This design comes from an exercise in tuning for small area, a short achievable clock period and few clock cycles per item on the open sky130 flow, not from production work. Function was checked by simulation only, so behaviour that the tests miss may differ from the original.

Design extended_euclid_gcd_unit, start of the top module:
module extended_euclid_gcd_unit (
    input  logic        i_clk,
    input  logic        i_rst_n,
    input  logic        i_req_valid,
    output logic        o_req_stall,
    input  logic [61:0] i_req,
    output logic        o_rsp_valid,
    input  logic        i_rsp_stall,
    output logic [94:0] o_rsp
);
Size in the first run: roughly 1900 cells after synthesis, ~200 flip-flops, about 160 I/O pins.
export LEC_CHECK = 0
export CAP_MARGIN = 20
export CORE_MARGIN = 2
export CORE_UTILIZATION = 40
export SETUP_SLACK_MARGIN = 5
export SLEW_MARGIN = 20
create_clock -name core_clock -period 8.0 [get_ports {i_clk}]
standard.sh (not shown) runs the stock make flow with config.mk's settings and CLKGATE_MAP_FILE= SYNTH_SCRIPT=/design/flow/synth_recipe.tcl, a recipe that flattens the netlist after the stock synthesis.
==> flow/flow/run.sh <==
#!/bin/bash
# Own flow: the standard layout, with the port buffers made from
# sky130_fd_sc_hd__buf_1 cells instead of the flow's default pick.
set -o pipefail
export BUFFER_PORTS_ARGS="-buffer_cell sky130_fd_sc_hd__buf_1"
bash standard.sh > standard.log 2>&1
Testbench counts at the start, summed over its fixed seeds: cycles 69,827, items 1,200.
Then changed:
CORE_UTILIZATION = 45   (was 40)
PLACE_DENSITY = 0.6   (was default)
Result: Maximum frequency is lower by 1.9%; final cell count barely changes; clock-buffer cell count stays the same; sequential cell count does not change; via count grows by 2.4%; final area went up by about 3.4%; wire length went up by 1.4%; worst setup slack gets worse by 0.057 ns; core utilization increases by 8.1 points.


== job 9977 ==
Starting RTL as in the previous note.
==> flow/design.v (excerpt) <==
module extended_euclid_gcd_unit (
    input  logic        i_clk,
    input  logic        i_rst_n,
    input  logic        i_req_valid,
    output logic        o_req_stall,
    input  logic [61:0] i_req,
    output logic        o_rsp_valid,
    input  logic        i_rsp_stall,
    output logic [94:0] o_rsp
);
    logic       w_idle, w_up, w_lvl0;
    logic [3:0] w_ccmd;
    logic       w_r1_zero, w_ge1, w_ge2;
    eeg_ctrl u_ctrl (
        .i_clk       (i_clk),
        .i_rst_n     (i_rst_n),
        .i_req_valid (i_req_valid),
        .o_req_stall (o_req_stall),
        .o_rsp_valid (o_rsp_valid),
        .i_rsp_stall (i_rsp_stall),
        .i_r1_zero   (w_r1_zero),
        .i_ge1       (w_ge1),
        .i_ge2       (w_ge2),
        .o_idle      (w_idle),
        .o_up        (w_up),
        .o_lvl0      (w_lvl0),
        .o_ccmd      (w_ccmd)
    );
    eeg_dp u_dp (
        .i_clk      (i_clk),
        .i_a        (i_req[61:31]),
        .i_b        (i_req[30:0]),
        .i_idle     (w_idle),
        .i_up       (w_up),
        .i_lvl0     (w_lvl0),
        .i_ccmd     (w_ccmd),
        .o_r1_zero  (w_r1_zero),
        .o_ge1      (w_ge1),
        .o_ge2      (w_ge2),
        .o_rsp      (o_rsp)
    );
endmodule
clock: 8.0 ns
lec_check: 0
cap_margin: 20
core_margin: 2
core_utilization: 50
setup_slack_margin: 5
slew_margin: 20
run.sh (not shown) runs the stock make flow with config.mk's settings and CLKGATE_MAP_FILE= SYNTH_SCRIPT=/design/flow/synth_recipe.tcl, a recipe that flattens the netlist after the stock synthesis.
Stock flow here: none of the scripts above is used.
No stage failed in job 9977, and the final checks on the layout all came back clean.
Testbench counts of job 9977, summed over its fixed seeds: cycles 69,827, items 1,200.
## Diff of input files: job 1825 against job 9977
# job 9977
export LEC_CHECK = 0
export CAP_MARGIN = 20
export CORE_MARGIN = 2
export CORE_UTILIZATION = 50
export SETUP_SLACK_MARGIN = 5
export SLEW_MARGIN = 20
create_clock -name core_clock -period 8.0 [get_ports {i_clk}]
# job 1825
export LEC_CHECK = 0
export CAP_MARGIN = 20
export CORE_MARGIN = 2
export CORE_UTILIZATION = 40
export CTS_BUF_LIST = sky130_fd_sc_hd__clkbuf_4 sky130_fd_sc_hd__clkbuf_8
export SETUP_SLACK_MARGIN = 5
export SLEW_MARGIN = 20
create_clock -name core_clock -period 8.0 [get_ports {i_clk}]
==> flow/flow/run.sh (new file) <==
#!/bin/bash
# Own flow: the standard layout, with the port buffers made from
# sky130_fd_sc_hd__buf_1 cells instead of the flow's default pick.
set -o pipefail
export BUFFER_PORTS_ARGS="-buffer_cell sky130_fd_sc_hd__buf_1"
bash standard.sh > standard.log 2>&1
==> flow/standard.sh (new file) <==
#!/bin/bash
# synth_recipe.tcl (not shown) runs the flow's synth.tcl, then flattens the netlist and writes it again
# the make line also repeats each setting of config.mk as NAME=value (left out here)
make -C /OpenROAD-flow-scripts/flow DESIGN_CONFIG=/design/flow/config.mk WORK_HOME=/design/flow/orfs CLKGATE_MAP_FILE= SYNTH_SCRIPT=/design/flow/synth_recipe.tcl "${@:-finish}"
removed: flow/run.sh
Notes after the runs:
Diff job 9977 -> job 1825 | worst hold slack after final layout | decrease of 0.013 ns
Job 1825 ended with less count of buffers not belonging to the clock network in the layout than job 9977.
Job 9977 -> job 1825: average wire length per cell after detail routing decreased by a few percent
Relative to job 9977, via count has decreased by 130 in job 1825.
Layout cell share with drive strength beyond 1 sits lower in job 1825 than in job 9977.
Measured against each other, job 9977 and job 1825 differ in width of the die, the higher figure coming from job 1825.
Run comparison: job 1825 endpoint of the most critical setup path u_dp.r_r0[6]$_DFFE_PP_; job 9977 endpoint of the most critical setup path u_dp.r_r0[23]$_DFFE_PP_
In the metrics for job 9977 and job 1825, the one carrying the lower global routing usage on met3 is job 9977.
Job 1825 vs job 9977: maximum level of the CTS H-tree up in job 1825
Input-level comparison between job 5173 and job 1825:
# job 1825
export LEC_CHECK = 0
export CAP_MARGIN = 20
export CORE_MARGIN = 2
export CORE_UTILIZATION = 40
export CTS_BUF_LIST = sky130_fd_sc_hd__clkbuf_4 sky130_fd_sc_hd__clkbuf_8
export SETUP_SLACK_MARGIN = 5
export SLEW_MARGIN = 20
create_clock -name core_clock -period 8.0 [get_ports {i_clk}]
# job 5173
export LEC_CHECK = 0
export CAP_MARGIN = 20
export CORE_MARGIN = 2
export CORE_UTILIZATION = 40
export SETUP_SLACK_MARGIN = 4.75
export SLEW_MARGIN = 20
create_clock -name core_clock -period 8.0 [get_ports {i_clk}]
==> flow/run.sh (new file) <==
#!/bin/bash
# synth_recipe.tcl (not shown) runs the flow's synth.tcl, then flattens the netlist and writes it again
# the make line also repeats each setting of config.mk as NAME=value (left out here)
make -C /OpenROAD-flow-scripts/flow DESIGN_CONFIG=/design/flow/config.mk WORK_HOME=/design/flow/orfs CLKGATE_MAP_FILE= SYNTH_SCRIPT=/design/flow/synth_recipe.tcl finish
removed: flow/flow/run.sh
removed: flow/standard.sh
[summary]
The final layout from job 5173, which completed every stage, passed the timing, DRC and antenna checks at the end of the flow.
Job 1825 did not stop at any stage, and its layout met the timing, DRC and antenna checks.
The time the final worst path needs with I/O delays and setup of job 5173 exceeds that of job 1825 by 0.26 ns.
Delta (job 5173 minus job 1825): source-to-sink clock delay at the later pin of the worst-skew pair now sits lower, clock transition at the register clock pins on the worst setup and hold paths after CTS now sits at about the same level.
Taking job 1825 as the reference, in job 5173 die outline height about even, share of the clock period used by the worst path after layout shows an increase of 3.3 points, final wirelength decreased about 4%, global-route wire length before repair now sits at about the same level.
For multi-input combinational cell count, job 1825 and job 5173 come out practically identical.
Relative to job 1825, highest achievable clock rate decreased by 27 MHz in job 5173.
Setup changes, job 5173 to job 9748
# job 5173
export LEC_CHECK = 0
export CAP_MARGIN = 20
export CORE_MARGIN = 2
export CORE_UTILIZATION = 40
export SETUP_SLACK_MARGIN = 4.75
export SLEW_MARGIN = 20
create_clock -name core_clock -period 8.0 [get_ports {i_clk}]
# job 9748
export LEC_CHECK = 0
export CAP_MARGIN = 20
export CORE_MARGIN = 2
export CORE_UTILIZATION = 65
export PLACE_DENSITY = 0.75
export SETUP_SLACK_MARGIN = 5
export SLEW_MARGIN = 20
create_clock -name core_clock -period 8.0 [get_ports {i_clk}]
--- outcome ---
- Diff job 5173..job 9748 | port buffer count | unchanged
- Share of cell area taken by flip-flops and latches: job 9748 vs job 5173 down 1.1 points
- Job 9748 did not stop at any stage, and its layout met the timing, DRC and antenna checks.
- Detailed-routing wirelength on met1: job 9748 vs job 5173 down 3000 microns


Setup of job 101:
The RTL this note starts from:
==> flow/design.v <==
package eeg_pkg;
    localparam int OPERAND_W = 31;
    localparam int COEF_W    = 32;
endpackage
module eeg_ctrl (
    input  logic i_clk,
    input  logic i_rst_n,
    input  logic i_req_valid,
    output logic o_req_stall,
    output logic o_rsp_valid,
    input  logic i_rsp_stall,
    input  logic i_r1_zero,    
    input  logic i_ge1,        
    input  logic i_ge2,        
    output logic o_load,       
    output logic o_go_up,      
    output logic o_sub,        
    output logic o_last,       
    output logic o_init        
);
    logic [4:0] r_lvl;
    logic       r_up;
    logic       r_busy;
    logic       w_take;
    assign o_load  = i_req_valid && !r_busy;
    assign o_go_up = r_up && i_ge2;
    assign o_sub   = i_ge1 && !o_go_up;
    assign o_last  = !o_go_up && (r_lvl == 5'd0);
    assign o_init  = o_load || (o_last && r_up && !i_ge1);
    assign o_rsp_valid = r_busy && i_r1_zero;
    assign o_req_stall = r_busy;
    assign w_take      = o_rsp_valid && !i_rsp_stall;
    always_ff @(posedge i_clk) begin
        if (o_load) begin
            r_lvl <= 5'd0;
        end else if (o_go_up) begin
            r_lvl <= r_lvl + 5'd1;
        end else if (!o_last) begin
            r_lvl <= r_lvl - 5'd1;
        end
        r_up <= o_load || o_go_up || o_last;
    end
    always_ff @(posedge i_clk) begin
        if (!i_rst_n) begin
            r_busy <= 1'b0;
        end else if (o_load) begin
            r_busy <= 1'b1;
        end else if (w_take) begin
            r_busy <= 1'b0;
        end
    end
endmodule
module eeg_dp (
    input  logic        i_clk,
    input  logic [30:0] i_a,
    input  logic [30:0] i_b,
    input  logic        i_load,
    input  logic        i_go_up,
    input  logic        i_sub,
    input  logic        i_last,
    input  logic        i_init,
    output logic        o_r1_zero,
    output logic        o_ge1,
    output logic        o_ge2,
    output logic [94:0] o_rsp
);
    logic [30:0] r_r0, r_sr;
    logic [31:0] r_x0, r_sx, r_y0, r_sy;
    logic [31:0] w_dr;
    logic [30:0] w_remr;
    logic [31:0] w_remx, w_remy;
    assign w_dr   = {1'b0, r_r0} - {1'b0, r_sr};
    assign o_ge1  = !w_dr[31];
    assign o_ge2  = !r_sr[30] && (r_r0 >= {r_sr[29:0], 1'b0});
    assign w_remr = i_sub ? w_dr[30:0] : r_r0;
    assign w_remx = i_sub ? r_x0 - r_sx : r_x0;
    assign w_remy = i_sub ? r_y0 - r_sy : r_y0;
    always_ff @(posedge i_clk) begin
        if (i_load) begin
            r_r0 <= i_a;
            r_sr <= i_b;
        end else if (i_go_up) begin
            r_sr <= {r_sr[29:0], 1'b0};
        end else if (i_last) begin
            r_r0 <= r_sr;
            r_sr <= w_remr;
        end else begin
            r_r0 <= w_remr;
            r_sr <= {1'b0, r_sr[30:1]};
        end
    end
    always_ff @(posedge i_clk) begin
        if (i_init) begin
            r_x0 <= 32'd1;
            r_sx <= 32'd0;
            r_y0 <= 32'd0;
            r_sy <= 32'd1;
        end else if (i_go_up) begin
            r_sx <= {r_sx[30:0], 1'b0};
            r_sy <= {r_sy[30:0], 1'b0};
        end else if (i_last) begin
            r_x0 <= r_sx;
            r_sx <= w_remx;
            r_y0 <= r_sy;
            r_sy <= w_remy;
        end else begin
            r_x0 <= w_remx;
            r_sx <= {r_sx[31], r_sx[31:1]};
            r_y0 <= w_remy;
            r_sy <= {r_sy[31], r_sy[31:1]};
        end
    end
    assign o_r1_zero = (r_sr == 31'd0);
    assign o_rsp     = {r_x0, r_y0, r_r0};
endmodule
module extended_euclid_gcd_unit (
    input  logic        i_clk,
    input  logic        i_rst_n,
    input  logic        i_req_valid,
    output logic        o_req_stall,
    input  logic [61:0] i_req,
    output logic        o_rsp_valid,
    input  logic        i_rsp_stall,
    output logic [94:0] o_rsp
);
    logic w_load, w_go_up, w_sub, w_last, w_init;
    logic w_r1_zero, w_ge1, w_ge2;
    eeg_ctrl u_ctrl (
        .i_clk       (i_clk),
        .i_rst_n     (i_rst_n),
        .i_req_valid (i_req_valid),
        .o_req_stall (o_req_stall),
        .o_rsp_valid (o_rsp_valid),
        .i_rsp_stall (i_rsp_stall),
        .i_r1_zero   (w_r1_zero),
        .i_ge1       (w_ge1),
        .i_ge2       (w_ge2),
        .o_load      (w_load),
        .o_go_up     (w_go_up),
        .o_sub       (w_sub),
        .o_last      (w_last),
        .o_init      (w_init)
    );
    eeg_dp u_dp (
        .i_clk     (i_clk),
        .i_a       (i_req[61:31]),
        .i_b       (i_req[30:0]),
        .i_load    (w_load),
        .i_go_up   (w_go_up),
        .i_sub     (w_sub),
        .i_last    (w_last),
        .i_init    (w_init),
        .o_r1_zero (w_r1_zero),
        .o_ge1     (w_ge1),
        .o_ge2     (w_ge2),
        .o_rsp     (o_rsp)
    );
endmodule
export LEC_CHECK = 0
export ABC_AREA = 1
export CAP_MARGIN = 20
export CORE_MARGIN = 2
export CORE_UTILIZATION = 40
export SLEW_MARGIN = 20
create_clock -name core_clock -period 8.0 [get_ports {i_clk}]
Stock flow here: none of the scripts above is used.
Testbench counts of job 101, summed over its fixed seeds: cycles 68,627, items 1,200.
--- input diff job 101..job 102 ---
- an added ABC_CLOCK_PERIOD_IN_PS of 3000
- a deleted ABC_AREA that had been 1
==> notes.md <==
Compared with job 101, job 102 improves cell area after technology mapping. Going from job 101 to job 102, the fmax was found to have gone down by 4.8%. Against job 101, job 102 comes in 3.4 points higher on fraction of standard cell area in multi-input logic. Relative to job 101, clock-buffer cell count has decreased by 1 in job 102. Against job 101 as the reference, job 102 delivers a lower post-route cell area. The largest family of logic cells by synthesized area comes out compound AO/OA/AOI/OAI gates in one run and simple AND/OR/NAND/NOR gates in the other, namely in job 102 and job 101 respectively.
Input-level comparison between job 103 and job 102:
- SETUP_SLACK_MARGIN now 4, previously not set
- ABC_CLOCK_PERIOD_IN_PS no longer set, was 3000
==> notes.md <==
- Job 103 finished every step from synthesis to the final layout, and the layout passed the timing, DRC and antenna checks.
- Per the comparison of job 103 with job 102, top fanout value on the critical path decreased 51; proportion of layout cells with a drive suffix above 1 climbed 1.3 points; initial detailed-routing violation count up 5; sequential share of layout area decreased by 0.36 points relative to the old numbers.
- In the tables for job 102 and job 103, design area reads higher with job 103.
- A worst-path cell with the longest stage delay of sky130_fd_sc_hd__nor2_2 is what job 103 shows, while sky130_fd_sc_hd__nand2_1 belongs to job 102.
- Job 103 vs job 102, capture point of the critical path: u_dp.r_y0[22] vs u_dp.r_r0[20]
The inputs of job 104 differ from those of job 103 as listed below.
- removing SETUP_SLACK_MARGIN (formerly 4)
Results
- Final worst-path cycle share, job 104 and job 103, lower one = job 103.
- Comparing area added between synthesis and finish for job 104 and job 103, the smaller number came from job 104.
- From job 103 to job 104, clock-buffer cell count did not move at all.
- Compared with job 103, in job 104 vias after detailed routing moved down; global-route wire length before repair decreased by 840 um relative to the old numbers; wire length now smaller.
- [compare] base=job 103 new=job 104: timing-limited maximum frequency saw a decrease; multi-input gate area in the final layout lost 1.0%; count of multi-input gates stayed essentially flat.
- Final cell area: job 104 below job 103

## re-timing with driven ports
The results above use ideal ports. As a check the final layouts listed here were re-extracted and re-timed, cells and wires unchanged.
Step 1 (the two cells are an assumption about what drives the block):
set clk [get_ports {i_clk}]
set_driving_cell -lib_cell sky130_fd_sc_hd__clkbuf_16 $clk
set_driving_cell -lib_cell sky130_fd_sc_hd__buf_2 [delete_from_list [all_inputs] $clk]
Step 2 moves the port delays by t, midway between the first and last clock arrival at a register: inputs arrive t later, outputs are due t later. That takes back most of the time a late clock gives input paths.
a / b / c = ideal / step 1 / step 2; a / b = the first two.
run | t (ns) | setup WS [ns] | clock arrival spread, ns
the first run of note 1 | 0.609 | 5.012 / 4.983 / 5.012 | 0.015 / 0.015
the second run of note 1 | 0.577 | 4.955 / 4.955 / 4.955 | 0.017 / 0.017
job 9977 | 0.579 | 4.871 / 4.871 / 4.871 | 0.018 / 0.018
job 1825 | 0.641 | 4.990 / 4.948 / 4.990 | 0.029 / 0.029
job 5173 | 0.603 | 4.725 / 4.671 / 4.842 | 0.015 / 0.015
job 9748 | 0.582 | 4.732 / 4.732 / 4.732 | 0.020 / 0.020
job 101 | 0.560 | 3.272 / 3.272 / 3.272 | 0.018 / 0.018
job 102 | 0.512 | 3.031 / 3.031 / 3.031 | 0.010 / 0.011
job 103 | 0.514 | 4.011 / 4.011 / 3.826 | 0.010 / 0.010
job 104 | 0.512 | 3.031 / 3.031 / 3.031 | 0.010 / 0.011
After both steps every run listed still meets setup and hold. The setup slack of job 103, which loses most, moves by 0.000 ns with the drivers and by -0.185 ns with both steps.
